From an optimization exercise on the open Yosys and OpenROAD flow, aimed at small area, a short achievable clock period and few clock cycles per item; shortcuts taken in it are not production practice. RTL that was checked went through simulation tests only; none was proved equivalent to the original. Power figures rest on the tool's default switching activity, not on a simulated workload.

== v6 ==
==> flow/design.v (excerpt) <==
module recombination_row_generator_core (
    input  logic                          clk,
    input  logic                          rst_n,
    input  logic                          in_valid,
    output logic                          in_stall,
    input  logic [rrg_pkg::GENO_W-1:0]    parent_a,
    input  logic [rrg_pkg::GENO_W-1:0]    parent_b,
    output logic                          out_valid,
    input  logic                          out_stall,
    output logic [rrg_pkg::GENO_W-1:0]    zygote,
    output logic [rrg_pkg::PROB_W-1:0]    probability,
    output logic                          last,
    input  logic                          cfg_valid,
    output logic                          cfg_ready,
    input  logic [rrg_pkg::CFG_IDX_W-1:0] cfg_index,
    input  logic [rrg_pkg::RATE_W-1:0]    cfg_data
);
export LEC_CHECK = 0
export CAP_MARGIN = 20
export CORE_MARGIN = 2
export CORE_UTILIZATION = 40
export SLEW_MARGIN = 20
create_clock -name core_clock -period 11.0 [get_ports {clk}]
standard.sh (not shown) runs the stock make flow with config.mk's settings and CLKGATE_MAP_FILE= SYNTH_SCRIPT=/design/flow/synth_recipe.tcl, a recipe that flattens the netlist after the stock synthesis.
==> flow/flow/run.sh <==
#!/bin/bash
# Standard layout with a larger setup repair margin, full log kept here.
bash standard.sh SETUP_SLACK_MARGIN=7.25 finish > standard.log 2>&1
v6 went all the way through the flow, and no timing, DRC or antenna check failed.
What v7 does differently from v6 at the input level:
--- a/flow/design.v
+++ b/flow/design.v
@@ -444,17 +444,17 @@
     logic [GENO_W-1:0] cu_a, cu_d, cu_zf;
     logic [GENO_W-1:0] z_reg;
     logic              s_valid;
     logic [31:0]       s_sel;
     logic              s_dbl;
     logic [GENO_W-1:0] s_zyg;
     logic              s_last;
     logic              t_valid;
-    logic [LEAF_W-1:0] t_sum [8];
+    logic [LEAF_W-1:0] t_sum [6];
     logic              t_dbl;
     logic [GENO_W-1:0] t_zyg;
     logic              t_last;
     logic              v_valid;
     logic [15:0]       v_a, v_b;
     logic              v_dbl;
     logic [GENO_W-1:0] v_zyg;
     logic              v_last;
@@ -585,22 +585,23 @@
             assign term[2*i] = s_sel[2*i+1] ? LEAF_W'(lx[i]) : '0;
         end
         assign term[2*i+1] = s_sel[2*i] ? LEAF_W'(ln[i]) : '0;
     end
     function automatic logic [31:0] csa16(input logic [15:0] a, input logic [15:0] b,
                                           input logic [15:0] c);
         csa16 = {((a & b) | (a & c) | (b & c)) << 1, a ^ b ^ c};
     endfunction
-    function automatic logic [63:0] red16(input logic [255:0] t);
+    function automatic logic [47:0] red16(input logic [255:0] t);
         logic [15:0] a [16];
         logic [15:0] b [11];
         logic [15:0] c [8];
         logic [15:0] d [6];
         logic [15:0] e [4];
+        logic [15:0] f [2];
         for (int i = 0; i < 16; i++)
             a[i] = t[16*i +: 16];
         {b[1], b[0]} = csa16(a[0],  a[1],  a[2]);
         {b[3], b[2]} = csa16(a[3],  a[4],  a[5]);
         {b[5], b[4]} = csa16(a[6],  a[7],  a[8]);
         {b[7], b[6]} = csa16(a[9],  a[10], a[11]);
         {b[9], b[8]} = csa16(a[12], a[13], a[14]);
         b[10] = a[15];
@@ -610,53 +611,49 @@
         c[6] = b[9];
         c[7] = b[10];
         {d[1], d[0]} = csa16(c[0], c[1], c[2]);
         {d[3], d[2]} = csa16(c[3], c[4], c[5]);
         d[4] = c[6];
         d[5] = c[7];
         {e[1], e[0]} = csa16(d[0], d[1], d[2]);
         {e[3], e[2]} = csa16(d[3], d[4], d[5]);
-        red16 = {e[3], e[2], e[1], e[0]};
+        {f[1], f[0]} = csa16(e[0], e[1], e[2]);
+        red16 = {e[3], f[1], f[0]};
     endfunction
     logic [255:0] grp [2];
     for (genvar i = 0; i < 16; i++)
     begin : g_grp
         assign grp[0][16*i +: 16] = term[i];
         assign grp[1][16*i +: 16] = term[16 + i];
     end
-    logic [63:0] rows [2];
+    logic [47:0] rows [2];
     assign rows[0] = red16(grp[0]);
     assign rows[1] = red16(grp[1]);
     always_ff @(posedge clk)
     begin
         if (go && s_valid)
         begin
-            for (int r = 0; r < 4; r++)
+            for (int r = 0; r < 3; r++)
             begin
                 t_sum[r]     <= rows[0][16*r +: 16];
-                t_sum[4 + r] <= rows[1][16*r +: 16];
+                t_sum[3 + r] <= rows[1][16*r +: 16];
             end
             t_dbl  <= s_dbl;
             t_zyg  <= s_zyg;
             t_last <= s_last;
         end
     end
-    logic [15:0] h [6];
-    logic [15:0] k4 [4];
+    logic [15:0] h [4];
     logic [15:0] k3 [3];
     logic [15:0] k2 [2];
     assign {h[1], h[0]}   = csa16(t_sum[0], t_sum[1], t_sum[2]);
     assign {h[3], h[2]}   = csa16(t_sum[3], t_sum[4], t_sum[5]);
-    assign h[4]           = t_sum[6];
-    assign h[5]           = t_sum[7];
-    assign {k4[1], k4[0]} = csa16(h[0], h[1], h[2]);
-    assign {k4[3], k4[2]} = csa16(h[3], h[4], h[5]);
-    assign {k3[1], k3[0]} = csa16(k4[0], k4[1], k4[2]);
-    assign k3[2]          = k4[3];
+    assign {k3[1], k3[0]} = csa16(h[0], h[1], h[2]);
+    assign k3[2]          = h[3];
     assign {k2[1], k2[0]} = csa16(k3[0], k3[1], k3[2]);
     always_ff @(posedge clk)
     begin
         if (go && t_valid)
         begin
             v_a    <= k2[0];
             v_b    <= k2[1];
             v_dbl  <= t_dbl;
==> results.txt <==
- The final layout from v7, which completed every stage, passed the timing, DRC and antenna checks at the end of the flow.
- v7 vs v6, leakage power went down by about 9%.
- Taking v6 as the reference, in v7 highest achievable clock rate shows an increase of 1.3%; number of flip-flops and latches has decreased; routed wire length -about 6.5%; switching power summed over all nets moved down; total nets after synthesis moved down.
- v7 and v6 ended up with nearly the same hold slack.
- [compare] base=v6 new=v7: mux contribution to synthesized area went up by 0.27 points; number of synthesized register bits went down by 32.
- v7 vs v6 — die area dropped by a few percent
- v7 against v6: non-clock buffer count has increased; final critical-path setup slack has increased.
Testbench counts of v7, summed over its fixed seeds: cycles 13,000, pairs 240.
For v6, only the layout was checked, not whether the RTL still works.

---

Starting RTL as in the previous note.
// recombination_row_generator_core
module recombination_row_generator_core (
    input  logic                          clk,
    input  logic                          rst_n,
    input  logic                          in_valid,
    output logic                          in_stall,
    input  logic [rrg_pkg::GENO_W-1:0]    parent_a,
    input  logic [rrg_pkg::GENO_W-1:0]    parent_b,
    output logic                          out_valid,
    input  logic                          out_stall,
    output logic [rrg_pkg::GENO_W-1:0]    zygote,
    output logic [rrg_pkg::PROB_W-1:0]    probability,
    output logic                          last,
    input  logic                          cfg_valid,
    output logic                          cfg_ready,
    input  logic [rrg_pkg::CFG_IDX_W-1:0] cfg_index,
    input  logic [rrg_pkg::RATE_W-1:0]    cfg_data
);
    logic [LOCI_W-1:0] num_loci_reg;
    logic [RATE_W-1:0] rate_reg [RATE_REGS];
    assign cfg_ready = 1'b1;
    logic                 wr_v;
    logic [CFG_IDX_W-1:0] wr_idx;
    logic [RATE_W-1:0]    wr_data;
    always_ff @(posedge clk or negedge rst_n)
    begin
        if (!rst_n)
            wr_v <= 1'b0;
        else
            wr_v <= cfg_valid;
    end
    always_ff @(posedge clk)
    begin
        wr_idx  <= cfg_index;
        wr_data <= cfg_data;
    end
    always_ff @(posedge clk or negedge rst_n)
    begin
        if (!rst_n)
        begin
            num_loci_reg <= LOCI_W'(1);
            for (int i = 0; i < RATE_REGS; i++)
            begin
                rate_reg[i] <= '0;
            end
        end
        else if (wr_v)
        begin
            if (wr_idx == REG_NUM_LOCI)
            begin
                num_loci_reg <= wr_data[LOCI_W-1:0];
  ...
export LEC_CHECK = 0
export CAP_MARGIN = 20
export CORE_MARGIN = 2
export CORE_UTILIZATION = 40
export SLEW_MARGIN = 20
create_clock -name core_clock -period 11.0 [get_ports {clk}]
==> flow/flow/run.sh <==
#!/bin/bash
# Standard layout with a larger setup repair margin, full log kept here.
bash standard.sh SETUP_SLACK_MARGIN=7.5 finish > standard.log 2>&1
==> next run, changes <==
--- a/flow/design.v
+++ b/flow/design.v
@@ -440,25 +440,25 @@
     end
     logic              pb_valid;
     logic [GENO_W-1:0] pb_a, pb_d, pb_zf;
     logic              cu_valid;
     logic [GENO_W-1:0] cu_a, cu_d, cu_zf;
     logic [GENO_W-1:0] z_reg;
     logic              s_valid;
     logic [31:0]       s_sel;
     logic              s_dbl;
     logic [GENO_W-1:0] s_zyg;
     logic              s_last;
     logic              t_valid;
-    logic [LEAF_W-1:0] t_sum [8];
+    logic [LEAF_W-1:0] t_sum [6];
     logic              t_dbl;
     logic [GENO_W-1:0] t_zyg;
     logic              t_last;
     logic              v_valid;
     logic [15:0]       v_a, v_b;
     logic              v_dbl;
     logic [GENO_W-1:0] v_zyg;
     logic              v_last;
     logic              out_valid_reg;
     logic [GENO_W-1:0] zygote_reg;
     logic [PROB_W-1:0] prob_reg;
     logic              last_reg;
@@ -581,86 +581,83 @@
             assign term[2*i] = {s_c0 & l0_top, s_sel[2*i+1] ? lx[i] : 15'd0};
         end
         else
         begin : g_rest
             assign term[2*i] = s_sel[2*i+1] ? LEAF_W'(lx[i]) : '0;
         end
         assign term[2*i+1] = s_sel[2*i] ? LEAF_W'(ln[i]) : '0;
     end
     function automatic logic [31:0] csa16(input logic [15:0] a, input logic [15:0] b,
                                           input logic [15:0] c);
         csa16 = {((a & b) | (a & c) | (b & c)) << 1, a ^ b ^ c};
     endfunction
-    function automatic logic [63:0] red16(input logic [255:0] t);
+    function automatic logic [47:0] red16(input logic [255:0] t);
         logic [15:0] a [16];
         logic [15:0] b [11];
         logic [15:0] c [8];
         logic [15:0] d [6];
         logic [15:0] e [4];
+        logic [15:0] f [2];
         for (int i = 0; i < 16; i++)
             a[i] = t[16*i +: 16];
         {b[1], b[0]} = csa16(a[0],  a[1],  a[2]);
         {b[3], b[2]} = csa16(a[3],  a[4],  a[5]);
         {b[5], b[4]} = csa16(a[6],  a[7],  a[8]);
         {b[7], b[6]} = csa16(a[9],  a[10], a[11]);
         {b[9], b[8]} = csa16(a[12], a[13], a[14]);
         b[10] = a[15];
         {c[1], c[0]} = csa16(b[0], b[1], b[2]);
         {c[3], c[2]} = csa16(b[3], b[4], b[5]);
         {c[5], c[4]} = csa16(b[6], b[7], b[8]);
         c[6] = b[9];
         c[7] = b[10];
         {d[1], d[0]} = csa16(c[0], c[1], c[2]);
         {d[3], d[2]} = csa16(c[3], c[4], c[5]);
         d[4] = c[6];
         d[5] = c[7];
         {e[1], e[0]} = csa16(d[0], d[1], d[2]);
         {e[3], e[2]} = csa16(d[3], d[4], d[5]);
-        red16 = {e[3], e[2], e[1], e[0]};
+        {f[1], f[0]} = csa16(e[0], e[1], e[2]);
+        red16 = {e[3], f[1], f[0]};
     endfunction
     logic [255:0] grp [2];
     for (genvar i = 0; i < 16; i++)
     begin : g_grp
         assign grp[0][16*i +: 16] = term[i];
         assign grp[1][16*i +: 16] = term[16 + i];
     end
-    logic [63:0] rows [2];
+    logic [47:0] rows [2];
     assign rows[0] = red16(grp[0]);
     assign rows[1] = red16(grp[1]);
     always_ff @(posedge clk)
     begin
         if (go && s_valid)
         begin
-            for (int r = 0; r < 4; r++)
+            for (int r = 0; r < 3; r++)
             begin
                 t_sum[r]     <= rows[0][16*r +: 16];
-                t_sum[4 + r] <= rows[1][16*r +: 16];
+                t_sum[3 + r] <= rows[1][16*r +: 16];
             end
             t_dbl  <= s_dbl;
             t_zyg  <= s_zyg;
             t_last <= s_last;
         end
     end
-    logic [15:0] h [6];
-    logic [15:0] k4 [4];
+    logic [15:0] h [4];
     logic [15:0] k3 [3];
     logic [15:0] k2 [2];
     assign {h[1], h[0]}   = csa16(t_sum[0], t_sum[1], t_sum[2]);
     assign {h[3], h[2]}   = csa16(t_sum[3], t_sum[4], t_sum[5]);
-    assign h[4]           = t_sum[6];
-    assign h[5]           = t_sum[7];
-    assign {k4[1], k4[0]} = csa16(h[0], h[1], h[2]);
-    assign {k4[3], k4[2]} = csa16(h[3], h[4], h[5]);
-    assign {k3[1], k3[0]} = csa16(k4[0], k4[1], k4[2]);
-    assign k3[2]          = k4[3];
+    assign {k3[1], k3[0]} = csa16(h[0], h[1], h[2]);
+    assign k3[2]          = h[3];
     assign {k2[1], k2[0]} = csa16(k3[0], k3[1], k3[2]);
     always_ff @(posedge clk)
     begin
         if (go && t_valid)
         begin
             v_a    <= k2[0];
             v_b    <= k2[1];
             v_dbl  <= t_dbl;
             v_zyg  <= t_zyg;
             v_last <= t_last;
         end
     end
After rerunning:
- first-iteration DRC count climbs by about 4.5%
- utilization climbs by 1.2 points
- global-route usage climbs by 0.53 points
- non-clock buffer count climbs by 102
- synthesized cell count drops by 7.7%
- worst setup slack improved by 0.059 ns
- combinational power drops by 12%
- sequential share of layout area stays flat
- clock-buffer cell count climbs by 14
Testbench counts after the change, summed over its fixed seeds: cycles 13,000, pairs 240.
Function not checked in the first run of this note: the RTL went through the layout flow alone.

-- re-timing with driven ports --
The results above use ideal ports. As a check the final layouts listed here were re-extracted and re-timed, cells and wires unchanged. Step 1: set_driving_cell puts a clkbuf_16 on clk and a buf_2 on each other input, an assumption about the parent block. Step 2 moves the port delays by t, midway between the first and last clock arrival at a register: inputs arrive t later, outputs are due t later. That takes back most of the time a late clock gives input paths. a / b / c = no drivers / after step 1 / after step 2; a / b = the first two.
| run | t (ns) | slack for setup (ns) | slew at the worst register clock pin (ns) |
|---|---|---|---|
| v6 | 0.837 | 7.285 / 7.211 / 6.625 | 0.06 / 0.06 |
| v7 | 0.822 | 7.332 / 7.266 / 6.560 | 0.06 / 0.06 |
| the first run of note 2 | 0.834 | 7.304 / 7.226 / 6.755 | 0.07 / 0.07 |
| the second run of note 2 | 0.817 | 7.363 / 7.289 / 6.758 | 0.07 / 0.07 |
After both steps every run listed still meets setup and hold. The setup slack of v7, which loses most, moves by -0.066 ns with the drivers and by -0.772 ns with both steps.
